Background: an optimization exercise with open tools, aiming at small area and a short achievable clock period. Do not read the settings as production practice. Power and IR drop assume default switching activity.

Design loadStoreUnit, start of the top module:
module loadStoreUnit #(
    parameter int unsigned TimerStep = 1
) (
    input  logic clk,
    input  logic arstN,
    input  logic reqValid,
    input  logic reqWrite,
    input  rvMemPkg::widthCode reqWidth,
    input  logic [rvMemPkg::xlen-1:0] reqAddr,
    input  logic [rvMemPkg::xlen-1:0] reqWdata,
    input  logic [rvMemPkg::xlen-1:0] rdataMem,
    input  logic memStall,
    output logic busy,
    output logic done,
    output logic [rvMemPkg::xlen-1:0] rdData,
    output logic [rvMemPkg::xlen-1:0] address,
    output logic weMem,
    output logic reMem,
    output logic [rvMemPkg::xlen-1:0] wdataMem,
    output logic [rvMemPkg::maskWidth-1:0] wmaskMem,
    output logic timerIrq
);
For scale: about 2,000 cells after synthesis, about 370 flip-flops, about 410 I/O pins, about 0.023 mm2 of cells after synthesis.
==> module loadAligner, before the edit <==
module loadAligner (
    input  logic clk,
    input  logic arstN,
    input  logic [2:0] base,                 
    input  logic [1:0] size,
    input  logic [7:0] extSel,               
    input  logic captureLoad,
    input  logic timerRead,
    input  logic [rvMemPkg::xlen-1:0] rdataMem,
    input  logic [rvMemPkg::xlen-1:0] timerValue,    
    output logic [rvMemPkg::xlen-1:0] rdData
);
    logic [7:0][7:0] src;
    logic atLeastHalf;
    logic atLeastWord;
    logic isDouble;
    logic [7:0] memTops;
    logic [7:0] timerTops;
    logic memExt;
    logic timerExt;
    logic ext;
    logic [7:0][7:0] res;
    assign src = timerRead ? timerValue : rdataMem;
    assign atLeastHalf = (size != 2'd0);
    assign atLeastWord = size[1];
    assign isDouble = (size == 2'd3);
    for (genvar k = 0; k < 8; k++) begin : gTops
        assign memTops[k] = rdataMem[8*k+7];
        assign timerTops[k] = timerValue[8*k+7];
    end
    assign memExt = |(extSel & memTops);
    assign timerExt = |(extSel & timerTops);
    assign ext = timerRead ? timerExt : memExt;
    assign res[0] = src[base];
    assign res[1] = atLeastHalf ? src[{base[2:1], 1'b1}] : {8{ext}};
    assign res[2] = atLeastWord ? src[{base[2], 2'b10}] : {8{ext}};
    assign res[3] = atLeastWord ? src[{base[2], 2'b11}] : {8{ext}};
    assign res[4] = isDouble ? src[4] : {8{ext}};
    assign res[5] = isDouble ? src[5] : {8{ext}};
    assign res[6] = isDouble ? src[6] : {8{ext}};
    assign res[7] = isDouble ? src[7] : {8{ext}};
    always_ff @(posedge clk or negedge arstN) begin
        if (!arstN) begin
            rdData <= '0;
        end else if (captureLoad) begin
            rdData <= res;
        end
    end
endmodule
clock: 4.1 ns
lec_check: 0
cap_margin: 20
core_margin: 2
core_utilization: 40
setup_slack_margin: 1.9
slew_margin: 20
synth_hierarchical: 1
standard.sh (not shown) runs the stock make flow with config.mk's settings and CLKGATE_MAP_FILE= SYNTH_SCRIPT=/design/flow/synth_recipe.tcl, a recipe that flattens the netlist after the stock synthesis.
==> flow/flow/run.sh <==
#!/bin/bash
# The standard layout, with plain buffers on the ports instead of the
# delay cells buffer_ports picks by default. Every port still gets a buffer.
set -euo pipefail
export BUFFER_PORTS_ARGS="-buffer_cell sky130_fd_sc_hd__buf_1"
bash standard.sh > standard.log 2>&1
The first run completed without violations.
Edit:
--- a/flow/design.v
+++ b/flow/design.v
@@ -229,5 +229,7 @@
     output logic [rvMemPkg::xlen-1:0] rdData
 );
-    logic [7:0][7:0] src;
+    logic [7:0][7:0] memBytes;
+    logic [7:0][7:0] timerBytes;
+    logic [7:0][7:0] lane;
     logic atLeastHalf;
     logic atLeastWord;
@@ -239,5 +241,6 @@
     logic ext;
     logic [7:0][7:0] res;
-    assign src = timerRead ? timerValue : rdataMem;
+    assign memBytes = rdataMem;
+    assign timerBytes = timerValue;
     assign atLeastHalf = (size != 2'd0);
     assign atLeastWord = size[1];
@@ -250,12 +253,19 @@
     assign timerExt = |(extSel & timerTops);
     assign ext = timerRead ? timerExt : memExt;
-    assign res[0] = src[base];
-    assign res[1] = atLeastHalf ? src[{base[2:1], 1'b1}] : {8{ext}};
-    assign res[2] = atLeastWord ? src[{base[2], 2'b10}] : {8{ext}};
-    assign res[3] = atLeastWord ? src[{base[2], 2'b11}] : {8{ext}};
-    assign res[4] = isDouble ? src[4] : {8{ext}};
-    assign res[5] = isDouble ? src[5] : {8{ext}};
-    assign res[6] = isDouble ? src[6] : {8{ext}};
-    assign res[7] = isDouble ? src[7] : {8{ext}};
+    assign lane[0] = timerRead ? timerBytes[0] : memBytes[base];
+    assign lane[1] = timerRead ? timerBytes[1] : memBytes[{base[2:1], 1'b1}];
+    assign lane[2] = timerRead ? timerBytes[2] : memBytes[{base[2], 2'b10}];
+    assign lane[3] = timerRead ? timerBytes[3] : memBytes[{base[2], 2'b11}];
+    for (genvar k = 4; k < 8; k++) begin : gHigh
+        assign lane[k] = timerRead ? timerBytes[k] : memBytes[k];
+    end
+    assign res[0] = lane[0];
+    assign res[1] = atLeastHalf ? lane[1] : {8{ext}};
+    assign res[2] = atLeastWord ? lane[2] : {8{ext}};
+    assign res[3] = atLeastWord ? lane[3] : {8{ext}};
+    assign res[4] = isDouble ? lane[4] : {8{ext}};
+    assign res[5] = isDouble ? lane[5] : {8{ext}};
+    assign res[6] = isDouble ? lane[6] : {8{ext}};
+    assign res[7] = isDouble ? lane[7] : {8{ext}};
     always_ff @(posedge clk or negedge arstN) begin
         if (!arstN) begin
Outcome: The new run passed the timing, design-rule and antenna checks. Cell area is lower by 6.1%. Worst setup slack gains 0.12 ns. Combinational power is lower by 12%. Die area is lower by 1.6%. Total power is lower by 2.9%. Clock power is higher by about 2%. Area after synthesis is lower by 1.6%. Utilization is lower by 2.3 points. Sequential power is lower by about 0.7%.
No run of this note included a check of the RTL's function; only the layout flow was run.

separate check: timing with driven ports:
The results above use ideal ports. As a check the final layouts listed here were re-extracted and re-timed, cells and wires unchanged.
Step 1 (the two cells are an assumption about what drives the block):
set clk [get_ports {clk}]
set_driving_cell -lib_cell sky130_fd_sc_hd__clkbuf_16 $clk
set_driving_cell -lib_cell sky130_fd_sc_hd__buf_2 [delete_from_list [all_inputs] $clk]
Step 2, shift: input delay + t, output delay - t, t = (earliest + latest rising clock arrival at the registers) / 2. This alone moves slack from input paths to output paths.
a / b / c = no drivers / after step 1 / after step 2; a / b = the first two.
run | shift t [ns] | slack for setup (ns) | worst register clock-pin slew, ns
the first run | 0.636 | 1.669 / 1.669 / 1.190 | 0.06 / 0.06
the second run | 0.645 | 1.784 / 1.800 / 1.155 | 0.07 / 0.07
After both steps every run listed still meets setup and hold. For the second run, which loses most, drivers alone change the setup slack by +0.016 ns; drivers and shift together by -0.629 ns.
